Context: an optimization exercise on an open-source flow, tuned for small area and a short achievable clock period. The choices shown serve that exercise and are no tape-out recipe. In this exercise RTL edits were held to simulation tests only and were not proved equivalent to the original. Power and IR drop assume default switching activity.

### design/flow/constraint.sdc
create_clock -name core_clock -period 3.0 [get_ports {iClk}]
set_input_delay 0.6000 -clock core_clock [delete_from_list [all_inputs] [get_ports {iClk}]]
set_output_delay 0.6000 -clock core_clock [all_outputs]
set_load 0.01 [all_outputs]
### design/flow/run.sh
#!/bin/bash
# synth_recipe.tcl (not shown) runs the flow's synth.tcl, then flattens the netlist and writes it again
# the make line also repeats each setting of config.mk as NAME=value (left out here)
make -C /OpenROAD-flow-scripts/flow DESIGN_CONFIG=/design/flow/config.mk WORK_HOME=/design/flow/orfs CLKGATE_MAP_FILE= SYNTH_SCRIPT=/design/flow/synth_recipe.tcl finish
### design/flow/design.v
package xor128_prng_bank_pkg;
  localparam int unsigned WORD_W  = 32;
  localparam int unsigned STATE_W = 2;
  localparam logic [STATE_W-1:0] ST_SEEDING = 2'd0;
  localparam logic [STATE_W-1:0] ST_WARMUP  = 2'd1;
  localparam logic [STATE_W-1:0] ST_RUN     = 2'd2;
  localparam logic [WORD_W-1:0] DEF_SEED0 = 32'd123456789;
  localparam logic [WORD_W-1:0] DEF_SEED1 = 32'd362436069;
  localparam logic [WORD_W-1:0] DEF_SEED2 = 32'd521288629;
  localparam logic [WORD_W-1:0] DEF_SEED3 = 32'd88675123;
  typedef struct packed {
    logic [WORD_W-1:0] w;
    logic [WORD_W-1:0] z;
    logic [WORD_W-1:0] y;
    logic [WORD_W-1:0] x;
  } xs_state_t;
  function automatic logic [WORD_W-1:0] xs_next_word(input logic [WORD_W-1:0] x,
                                                     input logic [WORD_W-1:0] w);
    logic [WORD_W-1:0] t;
    t = x ^ (x << 11);
    xs_next_word = w ^ (w >> 19) ^ t ^ (t >> 8);
  endfunction
  function automatic xs_state_t xs_step(input xs_state_t s);
    xs_state_t n;
    n.x = s.y;
    n.y = s.z;
    n.z = s.w;
    n.w = xs_next_word(s.x, s.w);
    xs_step = n;
  endfunction
endpackage
module xor128_lane
(
  input  logic              clk,
  input  logic              rst_n,
  input  logic              load_en,
  input  logic [1:0]        load_slot,
  input  logic [31:0]       load_word,
  input  logic              step_en,
  output logic [31:0]       w_o
);
  xor128_prng_bank_pkg::xs_state_t st_q;
  xor128_prng_bank_pkg::xs_state_t st_d;
  always_comb begin : lane_next
    st_d = st_q;
    if (load_en) begin
      case (load_slot)
        2'd0:    st_d.x = load_word;
        2'd1:    st_d.y = load_word;
        2'd2:    st_d.z = load_word;
        default: st_d.w = load_word;
      endcase
    end else if (step_en) begin
      st_d = xor128_prng_bank_pkg::xs_step(st_q);
    end
  end
  always_ff @(posedge clk or negedge rst_n) begin : lane_reg
    if (!rst_n) begin
      st_q <= '0;
    end else begin
      st_q <= st_d;
    end
  end
  assign w_o = st_q.w;
endmodule
module xor128_prng_bank
#(
  parameter int unsigned SIZE   = 8,
  parameter int unsigned WARMUP = 16,
  parameter logic [31:0] SEED0  = xor128_prng_bank_pkg::DEF_SEED0,
  parameter logic [31:0] SEED1  = xor128_prng_bank_pkg::DEF_SEED1,
  parameter logic [31:0] SEED2  = xor128_prng_bank_pkg::DEF_SEED2,
  parameter logic [31:0] SEED3  = xor128_prng_bank_pkg::DEF_SEED3
) (
  input  logic                 iClk,
  input  logic                 iRst_n,
  input  logic                 iSeedValid,
  input  logic [127:0]         iSeed,
  output logic [SIZE*32-1:0]   oRand,
  output logic                 oValid,
  input  logic                 iReady,
  output logic                 oBusy
);
  localparam int unsigned CNT_W  = 9;
  localparam int unsigned LANE_W = CNT_W - 2;
  localparam logic [CNT_W-1:0] SEED_LAST = CNT_W'(4 * SIZE - 1);
  localparam logic [CNT_W-1:0] WARM_LAST = CNT_W'((WARMUP == 0) ? 0 : WARMUP - 1);
  localparam xor128_prng_bank_pkg::xs_state_t        SEED_DEF  = {SEED3, SEED2, SEED1, SEED0};
  logic [xor128_prng_bank_pkg::STATE_W-1:0] state_q, state_d;
  logic [CNT_W-1:0]   cnt_q, cnt_d;
  xor128_prng_bank_pkg::xs_state_t          chain_q, chain_d;
  logic               valid_q, valid_d;
  logic               busy_q, busy_d;
  xor128_prng_bank_pkg::xs_state_t          seed_c;
  logic [xor128_prng_bank_pkg::WORD_W-1:0]  new_word_c;
  logic               seed_wr_c;
  logic               lane_step_c;
  assign seed_c     = (iSeed == '0) ? SEED_DEF : xor128_prng_bank_pkg::xs_state_t'(iSeed);
  assign new_word_c = xor128_prng_bank_pkg::xs_next_word(chain_q.x, chain_q.w);
  always_comb begin : fsm_next
    state_d     = state_q;
    cnt_d       = cnt_q;
    chain_d     = chain_q;
    seed_wr_c   = 1'b0;
    lane_step_c = 1'b0;
    if (iSeedValid) begin
      state_d = xor128_prng_bank_pkg::ST_SEEDING;
      cnt_d   = '0;
      chain_d = seed_c;
    end else begin
      case (state_q)
        xor128_prng_bank_pkg::ST_SEEDING: begin
          seed_wr_c = 1'b1;
          chain_d   = xor128_prng_bank_pkg::xs_step(chain_q);
          if (cnt_q == SEED_LAST) begin
            cnt_d   = '0;
            state_d = (WARMUP == 0) ? xor128_prng_bank_pkg::ST_RUN : xor128_prng_bank_pkg::ST_WARMUP;
          end else begin
            cnt_d = cnt_q + CNT_W'(1);
          end
        end
        xor128_prng_bank_pkg::ST_WARMUP: begin
          lane_step_c = 1'b1;
          if (cnt_q == WARM_LAST) begin
            cnt_d   = '0;
            state_d = xor128_prng_bank_pkg::ST_RUN;
          end else begin
            cnt_d = cnt_q + CNT_W'(1);
          end
        end
        xor128_prng_bank_pkg::ST_RUN: begin
          lane_step_c = iReady;
        end
        default: begin
          state_d = xor128_prng_bank_pkg::ST_SEEDING;
          cnt_d   = '0;
          chain_d = SEED_DEF;
        end
      endcase
    end
    valid_d = (state_d == xor128_prng_bank_pkg::ST_RUN);
    busy_d  = ~valid_d;
  end
  always_ff @(posedge iClk or negedge iRst_n) begin : fsm_reg
    if (!iRst_n) begin
      state_q <= xor128_prng_bank_pkg::ST_SEEDING;
      cnt_q   <= '0;
      chain_q <= SEED_DEF;
      valid_q <= 1'b0;
      busy_q  <= 1'b1;
    end else begin
      state_q <= state_d;
      cnt_q   <= cnt_d;
      chain_q <= chain_d;
      valid_q <= valid_d;
      busy_q  <= busy_d;
    end
  end
  for (genvar k = 0; k < SIZE; k++) begin : g_lane
    logic [xor128_prng_bank_pkg::WORD_W-1:0] lane_w;
    logic              lane_load;
    assign lane_load = seed_wr_c && (cnt_q[CNT_W-1:2] == LANE_W'(k));
    xor128_lane u_lane (
      .clk       (iClk),
      .rst_n     (iRst_n),
      .load_en   (lane_load),
      .load_slot (cnt_q[1:0]),
      .load_word (new_word_c),
      .step_en   (lane_step_c),
      .w_o       (lane_w)
    );
    assign oRand[k*32 +: 32] = lane_w;
  end
  assign oValid = valid_q;
  assign oBusy  = busy_q;
endmodule
### design/flow/config.mk
export PLATFORM = sky130hd
export DESIGN_NAME = xor128_prng_bank
export DESIGN_NICKNAME = xor128_prng_bank
export VERILOG_FILES = /design/flow/design.v
export SDC_FILE = /design/flow/constraint.sdc
export NUM_CORES = 4
export LEC_CHECK = 0
export CAP_MARGIN = 20
export CORE_AREA = 5 5 415 415
export DIE_AREA = 0 0 420 420
export SLEW_MARGIN = 20
==> results.toml <==
[timing]
setup-violations-final = 0
fin_setup_tns_ns = 0
max_clock_freq_mhz = 353
worst_slew_margin_rel_pct = 26.1
final_min_period_over_clock_period_pct = 94.5
finalWorstSetupSlack_ns = 0.166
rsz0062_at_grt = "false"
report.final.slew_viol_count = 0
skew_ns = 0.0342
slew_of_the_pin_with_the_lowest_slew_margin_ns = 1.11
hold_violations = 0
post-route-min-period_ns = 2.83

[floorplan]
die_h_um = 420
initial_core_util_pct = 36.4
fp.dieArea_um2 = 176000
std_cell_rows = 150
ios = 390
core_area_um2 = 167000
die_width_um = 420

[worst_setup_path]
worst-setup-path-type = "reg -> reg"
critical_path_at_ns = 3.56
crit_path_end_kind = "flop"
worst_ep_required_time_ns = 3.72
worstSetupStartpointType = "flop"
timing.rr.start = "state_q[0]$_DFF_PN0_"
reg_to_reg_critical_path_endpoint = "g_lane[3].u_lane.st_q[98]$_DFFE_PN0P_"
reg2regPathDepth = 7
crit_fanout = 12
timing.reg2reg.setup_slack_ns = 0.17

[logic_synthesis]
yosys-mux-area-fraction_pct = 0.971
synth_top_area_cell = "dfrtp_1"
synthesis_warning_total = 2
synth_async_sr_flop_share_pct = 100
fraction_of_the_mapped_netlist_area_in_simple_logic_gates_pct = 12.9
post_synth_xor_area_fraction_pct = 10.4
post_syn_area_per_cell_um2 = 9.09
synth-seq-area-share_pct = 48.1
syn-instance-count = 6687
number_of_distinct_library_cell_variants_in_the_gate_level_netlist_after_synthesis = 72
synth-edff-count = 0
synth.top_cells.by_area = "dfrtp_1 45%, xnor2_1 7.7%, a21oi_1 7.7%"
synthesized_area_fraction_occupied_by_ao_oa_aoi_and_oai_cells_pct = 20.8
postSynthRegisterBits = 1165
post-synth-top-area-fraction_pct = 45.4
dominant_combinational_cell_family_by_area_after_synthesis = "compound AO/OA/AOI/OAI gates"
synthAdderAreaFrac_pct = 0.185
synthFlopType = "dfrtp_1"
syn_area_um2 = 60800
synth_commonest_cells = "1,103 x dfrtp_1, 938 x a21oi_1, 768 x nor2_1"
synth.most_common_cell = "dfrtp_1"
mappedNetlistNets = 6828

[clock_network]
clk_path_buf_depth = 3
clock_tree.htree_level_count = 4
clock_latency_of_the_later_clocked_register_in_the_worst_skew_pair_ns = 0.80
cts_buffer_count = 135
clock-sinks = 1165
cts_root_buf = "clkbuf_16"
cts_tree = "yes"
clk_transition_reported_paths_ns = 0.06

[pwr]
power-per-cell-area_nw_per_um2 = 887
p_leak_uw = 0.0305
peakVddDrop_mv = 0.770
fin_total_pwr_uw = 64400

[global_routing]
maximum_number_of_pins_on_one_net_before_global_route_repair = 103
grt_use_total_pct = 27.1
grtUsageMet2_pct = 41.1
antenna_violations_before_repair = 8
grt_remaining_overflow = 0
wire_length_of_the_first_global_routing_pass_um = 356000
number_of_global_route_vias_before_repair = 51072
globalRoute.busiestLayer = "met2"
use_met1_pct = 35.7
gr-usage-met3_pct = 5.81

[place]
dp_worst_setup_slack_ns = 0.0583
cell_area_reported_after_detailed_placement_um2 = 67900
hpwl_um = 168000
port_buffers = 389
finalWeightedCongestion = 0.921
numPlacedInstances = 8874

[route]
drt-total-wl_um = 244000
drt_pass1_iterations = 8
num_vias = 53153
ant_nets = 0
via_per_inst = 5.82
post_drt_wl_per_cell_um = 26.8
drcViolationCount = 0
drt_first_iter_violations = 5557

[finish]
fillers = 15941
layout.nets = 6952
design_area_um2 = 72500
area_growth_pct = 19.3
drive_gt1_share_pct = 11.8
final-instance-count-excl-fill = 9130

[min_path]
holdCritPathClass = "in -> async"

[run_status]
outcome = "no timing/DRC/antenna violations"

[flow_run]
max-cap-violations = 0
-- worst max path at each step --
stage                    startpoint                                      to  depth (start not counted)
2_1_floorplan  state_q[0]$_DFF_PN0_  g_lane[5].u_lane.st_q[112]$_DFFE_PN0P_                         11
3_3_place_gp             iSeed[101]                 chain_q[68]$_DFFE_PN1P_                          7
3_5_place_dp               iSeed[2]                chain_q[122]$_DFFE_PN1P_                          7
4_1_cts        cnt_q[5]$_DFFE_PN0P_  g_lane[4].u_lane.st_q[110]$_DFFE_PN0P_                          7
5_1_grt        state_q[0]$_DFF_PN0_   g_lane[6].u_lane.st_q[75]$_DFFE_PN0P_                         10
6_report       state_q[0]$_DFF_PN0_   g_lane[3].u_lane.st_q[98]$_DFFE_PN0P_                          7
-- sequential cells by signal, indices dropped and copies added, names as in the netlist --
signal / count
valid_q: 1
busy_q: 1
state_q: 2
cnt_q: 9
chain_q: 128
g_lane.u_lane.st_q: 1024
-- through the flow --
step	hold WS, ns	utilization (%)
after floorplan	0.304	-
after global placement	0.457	40.6
after detailed placement	0.465	40.6
after CTS	0.371	43.3
after global routing	0.411	43.4
final	0.374	43.4
-- final cells by class --
class | count | area [µm²] | share of cell area [%]
Antenna cell | 6 | 15.0 | 0.0207
Clock buffer | 198 | 4020 | 5.55
Clock inverter | 48 | 549 | 0.757
Inverter | 74 | 278 | 0.383
Multi-Input combinational cell | 4725 | 28300 | 39.1
Sequential cell | 1165 | 29200 | 40.3
Tap cell | 2204 | 2760 | 3.80
Timing Repair Buffer | 710 | 7350 | 10.1
-- layout by cell type, fill, tap and decap left out, types with 26 or more instances in the layout --
cell,count
dfrtp_1,1103
o21a_1,46
o221a_2,64
a221o_1,62
o22ai_1,149
xnor2_2,28
inv_1,73
nor4_1,47
nand2_1,692
clkbuf_16,142
o21ai_0,572
clkdlybuf4s50_1,387
nor3_1,86
buf_12,83
and3_1,68
a21oi_1,938
a211oi_1,86
nand3_1,36
nor2_1,767
buf_4,237
dfstp_2,62
xnor2_1,505
a31oi_1,30
clkbuf_8,26
clkbuf_1,30
nand4_1,30
xor2_1,133
o22a_1,46
-- what timing repair did --
item	CTS	global route
setup buffers	0	2
gates resized for setup	0	2
setup endpoints to repair	0	25
endpoints found under the hold margin	46	0
hold buffers	2	0
-- metal layers --
metal | vias to the layer above | routed length, µm
met1 | 26603 | 97700
met2 | 2651 | 109000
met4 | 6 | 16900
li1 | 23308 | -
met5 | - | 41
met3 | 585 | 20800
-- power by group --
group | internal [µW] | switching (µW)
clock network | 10100 | 7050
registers | 18500 | 3320
logic | 9000 | 16300
-- worst max-delay path: stages, from the launching register on --
cell and delay, ns:
dfrtp_1 0.41, inv_1 0.10, ha_2 0.29, or3b_2 0.60, nor3_4 0.48, nor2_1 0.39
a32o_1 0.35, a21oi_1 0.13
-- cell families (layout without fill, tap and decap cells) --
kind of cell,after synthesis,after routing
simple gates,1824,1824
mux,58,58
other cells,0,6
flops,1165,1165
xor+xnor,695,695
buf+inv,797,1030
fa+ha+maj,9,9
compound gates,2139,2139

re-timing with driven ports:
No port has a modelled driver above. Below, the same layout with a new extraction and two added sets of constraints.
Step 1 sets driving cells, clkbuf_16 on the clock port and buf_2 on the other inputs (assumed; they add their load-dependent delay and slew).
Step 2 adds t to the input delays and takes it off the output delays; t is the mean of the earliest and latest rising clock arrival at the registers after step 1. Input paths then give back, and output paths get back, about the clock's delay inside the block.
a / b / c = ideal / step 1 / step 2; a / b = the first two.
shift t [ns]: 0.861
slack for setup (ns): 0.166 / 0.166 / -0.524
hold WS [ns]: 0.374 / 0.330 / 0.474
Met with ideal ports but missed after step 2: setup timing in this run. For this run, drivers alone change the setup slack by 0.000 ns; drivers and shift together by -0.690 ns.
